From an optimization exercise on the open Yosys and OpenROAD flow, aimed at small area, a short achievable clock period and few clock cycles; shortcuts taken in it are not production practice. At most, simulation tests tie the RTL to the original design; equivalence was not proved. No activity file was given, so power comes from the tool's default toggle rates.

## dark_pixel_centroid
module dark_pixel_centroid (
	input  logic        clk,
	input  logic        arst_n,
	input  logic        cfg_valid,
	output logic        cfg_ready,
	input  logic [2:0]  cfg_index,
	input  logic [16:0] cfg_data,
	input  logic        s_tvalid,
	output logic        s_tready,
	input  logic [7:0]  s_tdata,
	input  logic        s_tlast,
	output logic        m_tvalid,
	input  logic        m_tready,
	output logic [39:0] m_tdata,
	output logic        m_tuser
);
Size: roughly 12000 um2 of cells after synthesis.
make LEC_CHECK=0 ABC_CLOCK_PERIOD_IN_PS=2500 CAP_MARGIN=20 CORE_MARGIN=2 CORE_UTILIZATION=40 SETUP_SLACK_MARGIN=2.5 SLEW_MARGIN=20 finish   # period 5.0 ns
run.sh (not shown) runs the stock make flow with config.mk's settings and CLKGATE_MAP_FILE= SYNTH_SCRIPT=/design/flow/synth_recipe.tcl, a recipe that flattens the netlist after the stock synthesis.
The starting point completed without violations.
Testbench counts at the start, summed over its fixed seeds: cycles 110,388.
==> next run, changes <==
--- a/flow/config.mk
+++ b/flow/config.mk
@@ -6,8 +6,8 @@
 export NUM_CORES = 4
 export LEC_CHECK = 0
-export ABC_CLOCK_PERIOD_IN_PS = 2500
+export ABC_CLOCK_PERIOD_IN_PS = 2000
 export CAP_MARGIN = 20
 export CORE_MARGIN = 2
 export CORE_UTILIZATION = 40
-export SETUP_SLACK_MARGIN = 2.5
+export SETUP_SLACK_MARGIN = 3.0
 export SLEW_MARGIN = 20
- via count is higher by 0.77%
- register-to-register slack got worse by 0.02 ns
- core utilization is higher by 1.3 points
- setup slack got worse by 0.059 ns
- routed wire length is higher by 1.9%
- combinational power is higher by about 4%
- final area is higher by 2.4%
- global-route usage is higher by 0.99 points

========
Setup of run A:
dark_pixel_centroid, a different RTL version from the one above (not shown whole).
Size: roughly 1200 cells after synthesis, ~190 flip-flops, roughly 78 I/O pins, ~11000 sq um of cells after synthesis.
==> flow/design.v (excerpt) <==
module dark_pixel_centroid (
	input  logic        clk,
	input  logic        arst_n,
	input  logic        cfg_valid,
	output logic        cfg_ready,
	input  logic [2:0]  cfg_index,
	input  logic [16:0] cfg_data,
	input  logic        s_tvalid,
	output logic        s_tready,
	input  logic [7:0]  s_tdata,
	input  logic        s_tlast,
	output logic        m_tvalid,
	input  logic        m_tready,
	output logic [39:0] m_tdata,
	output logic        m_tuser
);
==> flow/config.mk <==
export PLATFORM = sky130hd
export DESIGN_NAME = dark_pixel_centroid
export DESIGN_NICKNAME = dark_pixel_centroid
export VERILOG_FILES = /design/flow/design.v
export SDC_FILE = /design/flow/constraint.sdc
export NUM_CORES = 4
export LEC_CHECK = 0
export CAP_MARGIN = 20
export CORE_MARGIN = 2
export CORE_UTILIZATION = 40
export SETUP_SLACK_MARGIN = 3.0
export SLEW_MARGIN = 20
==> flow/constraint.sdc <==
create_clock -name core_clock -period 5.0 [get_ports {clk}]
set_input_delay 1.0000 -clock core_clock [delete_from_list [all_inputs] [get_ports {clk}]]
set_output_delay 1.0000 -clock core_clock [all_outputs]
set_load 0.01 [all_outputs]
Relative to run A, the following input files were edited for run B:
- swapping 3.0 for 2.6 in SETUP_SLACK_MARGIN
Notes after the runs:
Worst hold slack deteriorates in run B relative to run A.
Run B completed end to end with timing, DRC and antenna clean.
First-iteration DRC count (lower): run B
As far as non-clock inverter count in the final layout goes, run A and run B are indistinguishable; the numbers are identical.
Run B ended with less combinational power than run A.
Of run B and run A, it is run B that has the lower utilization.
When the final numbers for run A and run B were put side by side, the non-clock buffer instance count of the final layout turned out to be greater in run A.
Run B against run A; routed wire length is down slightly.
As far as number of multi-input logic gates is concerned, run A and run B perform about the same.
For number of resized instances in the post-cts repair step, dividing the value from run A by the value from run B gives 2.2.
In run B, the number of clock-tree buffers in the layout came out 1 below the value in run A.
No functional check of the RTL was part of any run of this note.

========
Setup of garnet:
dark_pixel_centroid, a different RTL version from the one above (not shown whole).
For scale: roughly 1300 cells after synthesis, ~200 flip-flops, about 78 I/O pins, about 11000 um^2 of cells after synthesis.
export LEC_CHECK = 0
export CAP_MARGIN = 20
export CORE_MARGIN = 2
export CORE_UTILIZATION = 40
export CTS_BUF_LIST = sky130_fd_sc_hd__clkbuf_8 sky130_fd_sc_hd__clkbuf_16
export SETUP_SLACK_MARGIN = 2.7
export SLEW_MARGIN = 20
create_clock -name core_clock -period 5.0 [get_ports {clk}]
standard.sh (not shown) runs the stock make flow with config.mk's settings and CLKGATE_MAP_FILE= SYNTH_SCRIPT=/design/flow/synth_recipe.tcl, a recipe that flattens the netlist after the stock synthesis.
==> flow/flow/run.sh <==
#!/bin/bash
# The standard layout (standard.sh: the standard flow's synthesis and ORFS flow, unchanged), with the
# ports buffered by the smallest buffer instead of the resizer's default pick; the resizer
# still upsizes or adds buffers where a port's load or timing needs it.
set -euo pipefail
bash standard.sh finish \
	'BUFFER_PORTS_ARGS=-buffer_cell sky130_fd_sc_hd__buf_1' \
	> make_finish.log 2>&1
Testbench counts of garnet, summed over its fixed seeds: cycles 111,092.
Relative to garnet, the following input files were edited for harbor:
- swapping sky130_fd_sc_hd__clkbuf_8 sky130_fd_sc_hd__clkbuf_16 for sky130_fd_sc_hd__clkbuf_8 in CTS_BUF_LIST
[summary]
Worst setup slack: harbor better than garnet. Cell-internal power (harbor / garnet): 0.922. Compared harbor vs garnet, and multi-input combinational cell area is down in harbor. harbor ended up with a lower clock network fraction of design power than garnet did. Shortest clock period the worst path allows after layout on harbor is down relative to garnet. Clock transition at the registers of the reported paths: lower on garnet.
Edits applied to the flow inputs when going from harbor to sierra:
- a deleted CTS_BUF_LIST that had been sky130_fd_sc_hd__clkbuf_8
==> flow/run.sh (new file) <==
#!/bin/bash
# synth_recipe.tcl (not shown) runs the flow's synth.tcl, then flattens the netlist and writes it again
# the make line also repeats each setting of config.mk as NAME=value (left out here)
make -C /OpenROAD-flow-scripts/flow DESIGN_CONFIG=/design/flow/config.mk WORK_HOME=/design/flow/orfs CLKGATE_MAP_FILE= SYNTH_SCRIPT=/design/flow/synth_recipe.tcl finish
removed: flow/flow/run.sh
removed: flow/standard.sh
--- outcome ---
- In the metrics for sierra and harbor, the one carrying the higher minimum clock period is sierra.
- From harbor to sierra the numbers moved as follows: area added between synthesis and finish picked up an extra 9.2 points; met3 wire length shows an increase of 22%.
[inputs] amber vs sierra
- a change of SETUP_SLACK_MARGIN from 2.7 to 2.85
==> flow/flow/run.sh (new file) <==
#!/bin/bash
# The standard layout (standard.sh: the standard flow's synthesis and ORFS flow, unchanged), with the
# ports buffered by the smallest buffer instead of the resizer's default pick; the resizer
# still upsizes or adds buffers where a port's load or timing needs it.
set -euo pipefail
bash standard.sh finish \
	'BUFFER_PORTS_ARGS=-buffer_cell sky130_fd_sc_hd__buf_1' \
	> make_finish.log 2>&1
==> flow/standard.sh (new file) <==
#!/bin/bash
# synth_recipe.tcl (not shown) runs the flow's synth.tcl, then flattens the netlist and writes it again
# the make line also repeats each setting of config.mk as NAME=value (left out here)
make -C /OpenROAD-flow-scripts/flow DESIGN_CONFIG=/design/flow/config.mk WORK_HOME=/design/flow/orfs CLKGATE_MAP_FILE= SYNTH_SCRIPT=/design/flow/synth_recipe.tcl "${@:-finish}"
removed: flow/run.sh
Notes after the runs:
Each of the runs, namely sierra and amber, reached the end of the flow and came out clean.
On relative max-transition margin, amber does worse than sierra.
In the flow results for sierra and amber, the worst setup slack is larger on sierra.
amber: sequential share of layout area higher than sierra
For pepper, these inputs were changed with respect to amber:
- putting CTS_CLUSTER_DIAMETER at 30 where nothing was set
- swapping 2.85 for 2.7 in SETUP_SLACK_MARGIN
- putting CTS_BUF_LIST at sky130_fd_sc_hd__clkbuf_8 where nothing was set
==> comparison <==
pepper completed every stage of the flow, and the final layout passed the timing, design-rule and antenna checks. From amber to pepper the numbers moved as follows: via count of the first global-routing pass essentially unchanged; clock group share of total power decreased 3.5 points; clock-buffer cell count decreased 1. Lower cell-internal power among amber and pepper: pepper. Against amber, final design instance area without fill in pepper fell by a few percent. Compared to amber, pepper has maximum net fanout on the critical path 4 higher. The routed wire length in pepper sits about 6% below the value recorded for amber. Clock power of pepper falls short of that of amber by more than a quarter. The detailed-route via count of pepper falls short of that of amber by 273.

==> what the ideal ports hide <==
The flow's constraints put no driver on any port. The routed layouts listed below were extracted and timed again, unchanged, in two steps. Step 1 sets driving cells, clkbuf_16 on the clock port and buf_2 on the other inputs (assumed; they add their load-dependent delay and slew). Step 2, shift: input delay + t, output delay - t, t = (earliest + latest rising clock arrival at the registers) / 2. This alone moves slack from input paths to output paths. Slacks: ideal ports / drivers / drivers and shift; pairs: ideal ports / drivers.
run | t (ns) | setup WS [ns] | worst setup path after step 2 | worst slew at a driven data input, ns
the first run of note 1 | 0.483 | 2.221 / 2.221 / 1.784 | input to register | 0.03
the second run of note 1 | 0.487 | 2.163 / 2.191 / 1.705 | input to register | 0.05
run A | 0.492 | 1.360 / 1.360 / 1.360 | register to register | 0.04
run B | 0.493 | 1.075 / 1.075 / 1.075 | register to register | 0.03
garnet | 0.478 | 2.616 / 2.623 / 2.145 | input to register | 0.06
harbor | 0.510 | 2.681 / 2.683 / 2.173 | input to register | 0.06
sierra | 0.499 | 2.639 / 2.663 / 2.164 | input to register | 0.05
amber | 0.489 | 2.629 / 2.639 / 2.149 | input to register | 0.06
pepper | 0.510 | 2.681 / 2.683 / 2.173 | input to register | 0.06
After both steps every run listed still meets setup and hold.
